From an optimization exercise on the open Yosys and OpenROAD flow, aimed at small area, a short achievable clock period and few clock cycles per item; shortcuts taken in it are not production practice.
Function was checked by simulation only, so behaviour that the tests miss may differ from the original.
Power figures rest on the tool's default switching activity, not on a simulated workload.

Design layer_slot_allocator, start of the top module:
module layer_slot_allocator #(
   parameter int SLOTS = lsa_pkg::SLOTS_DEF,
   parameter int POOLS = lsa_pkg::POOLS_DEF
) (
   input  logic             clock,
   input  logic             reset,
   input  logic             req_valid,
   output logic             req_stall,
   input  logic [7:0]       req_data,
   output logic             rsp_valid,
   input  logic             rsp_stall,
   output logic [15:0]      rsp_data
);
Settings: LEC_CHECK=0, CAP_MARGIN=20, CORE_MARGIN=2, CORE_UTILIZATION=60, CTS_BUF_LIST=sky130_fd_sc_hd__clkbuf_16, CTS_CLUSTER_DIAMETER=100, CTS_CLUSTER_SIZE=30, SETUP_SLACK_MARGIN=2.8, SLEW_MARGIN=20; clock period 5.0 ns.
run.sh (not shown) runs the stock make flow with config.mk's settings and CLKGATE_MAP_FILE= SYNTH_SCRIPT=/design/flow/synth_recipe.tcl, a recipe that flattens the netlist after the stock synthesis.
Testbench counts at the start, summed over its fixed seeds: cycles 32,032, items 32,000.
Then changed:
--- a/flow/design.v
+++ b/flow/design.v
@@ -153,20 +153,16 @@
    logic       eq_rel_ff;
    logic       eq_hd_ff;
    logic       cw_v_ff;
    logic       cw_pool_ff;
    logic       cw_push_ff;
    logic [5:0] cw_slot_ff;
    logic [6:0] cw_pos_ff;
    logic       cw_first_ff;
-   logic       cw2_v_ff;
-   logic       cw2_pool_ff;
-   logic       cw2_push_ff;
-   logic [5:0] cw2_slot_ff;
    logic [1:0] cw_pop_p_ff;
    logic [1:0] cw_push_p_ff;
    logic [1:0][6:0] fill_ff;     
    logic [1:0]      empty_ff;
    logic [1:0]      full_ff;
    logic [1:0]      one_ff;
    logic [1:0]      f63_ff;
    logic [1:0][6:0] hw_ff;
@@ -206,38 +202,37 @@
       .upd_en    (cw_v_ff),
       .upd_pool  (cw_pool_ff),
       .upd_slot  (cw_slot_ff),
       .upd_val   (cw_push_ff),
       .rd_pool   (a0_pool),
       .rd_group  (a0_slot[5:3]),
       .part_bits (part)
    );
-   assign part_c = part;
+   logic a0_hitg;
+   assign a0_hitg = cw_v_ff && (cw_pool_ff == a0_pool) && (cw_slot_ff[5:3] == a0_slot[5:3]);
+   always_comb begin
+      for (int b = 0; b < 8; b++) begin
+         part_c[b] = (a0_hitg && (cw_slot_ff[2:0] == 3'(b))) ? cw_push_ff : part[b];
+      end
+   end
    logic       a1_pool;
    logic [5:0] a1_slot;
-   logic       a1_hitg2;
    logic       a1_hitg;
    logic [7:0] mba_c;
    logic       a1_mark;
    assign a1_pool = ra_ff[6];
    assign a1_slot = ra_ff[5:0];
-   assign a1_hitg2 = cw2_v_ff && (cw2_pool_ff == a1_pool) && (cw2_slot_ff[5:3] == a1_slot[5:3]);
-   assign a1_hitg  = cw_v_ff && (cw_pool_ff == a1_pool) && (cw_slot_ff[5:3] == a1_slot[5:3]);
+   assign a1_hitg = cw_v_ff && (cw_pool_ff == a1_pool) && (cw_slot_ff[5:3] == a1_slot[5:3]);
    always_comb begin
       for (int b = 0; b < 8; b++) begin
-         mba_c[b] = (a1_hitg && (cw_slot_ff[2:0] == 3'(b)))   ? cw_push_ff :
-                    (a1_hitg2 && (cw2_slot_ff[2:0] == 3'(b))) ? cw2_push_ff : mba_ff[b];
+         mba_c[b] = (a1_hitg && (cw_slot_ff[2:0] == 3'(b))) ? cw_push_ff : mba_ff[b];
       end
    end
-   logic a1_hit;
-   logic a1_hit2;
-   assign a1_hit  = cw_v_ff && (cw_pool_ff == a1_pool) && (cw_slot_ff == a1_slot);
-   assign a1_hit2 = cw2_v_ff && (cw2_pool_ff == a1_pool) && (cw2_slot_ff == a1_slot);
-   assign a1_mark = a1_hit ? cw_push_ff : a1_hit2 ? cw2_push_ff : mba_ff[a1_slot[2:0]];
+   assign a1_mark = mba_c[a1_slot[2:0]];
    logic       d_act;
    logic       d_pool;
    logic [5:0] d_slot;
    logic       d_mark;
    logic [5:0] d_head;
    logic       d_reuse;
    logic       d_fresh;
    logic       d_exh;
@@ -326,25 +321,23 @@
       end
    end
    always_ff @(posedge clock) begin
       if (reset) begin
          v1_ff   <= 1'b0;
          va_ff   <= 1'b0;
          vd_ff   <= 1'b0;
          cw_v_ff <= 1'b0;
-         cw2_v_ff <= 1'b0;
       end else begin
          if (!hold_ff) begin
             v1_ff <= req_valid;
             va_ff <= v1_ff;
             vd_ff <= va_ff;
          end
          cw_v_ff <= commit && (d_reuse || d_rel);
-         cw2_v_ff <= cw_v_ff;
       end
    end
    always_ff @(posedge clock) begin
       if (!hold_ff) begin
          r1_ff     <= req_data;
          ra_ff     <= r1_ff;
          mba_ff    <= part_c;
          rd_ff     <= ra_ff;
@@ -352,19 +345,16 @@
          eq_rel_ff <= eq_rel_c;
          eq_hd_ff  <= eq_hd_c;
       end else begin
          eq_rel_ff <= 1'b0;
          eq_hd_ff  <= 1'b0;
          mba_ff    <= mba_c;
          md_ff     <= d_mark;
       end
-      cw2_pool_ff <= cw_pool_ff;
-      cw2_push_ff <= cw_push_ff;
-      cw2_slot_ff <= cw_slot_ff;
       cw_pool_ff <= d_pool;
       cw_push_ff <= d_act;
       cw_slot_ff <= d_act ? d_slot : d_head;
       cw_pos_ff  <= d_fill;
       cw_first_ff <= empty_ff[d_pool];
    end
    for (genvar p = 0; p < 2; p++) begin : g_pool
       logic sel;
Combinational power goes up by 3.1%. Synthesized area shrinks by about 0.6%. Final cell count hardly moves. Total power climbs by 1.1%. Maximum frequency went down by about 1.6%. Synthesized cell count stays flat. Core utilization is higher by 0.62 points. Routed wire length rose by 2.0%. Flip-flop and latch count decreases by 9.
Testbench counts after the change, summed over its fixed seeds: cycles 32,032, items 32,000.

what the ideal ports hide:
The results above use ideal ports. As a check the final layouts listed here were re-extracted and re-timed, cells and wires unchanged.
Step 1, drivers: a clkbuf_16 drives clock and a buf_2 each remaining input, both assumed.
Step 2, shift: input delay + t, output delay - t, t = (earliest + latest rising clock arrival at the registers) / 2. This alone moves slack from input paths to output paths.
a / b / c = no drivers / after step 1 / after step 2; a / b = the first two.
| run | t (ns) | setup WS [ns] | latest minus earliest clock arrival (ns) |
|---|---|---|---|
| the first run | 0.694 | 2.723 / 2.723 / 2.444 | 0.031 / 0.031 |
| the second run | 0.688 | 2.687 / 2.687 / 2.374 | 0.032 / 0.033 |
After both steps every run listed still meets setup and hold. The setup slack of the second run, which loses most, moves by 0.000 ns with the drivers and by -0.313 ns with both steps.
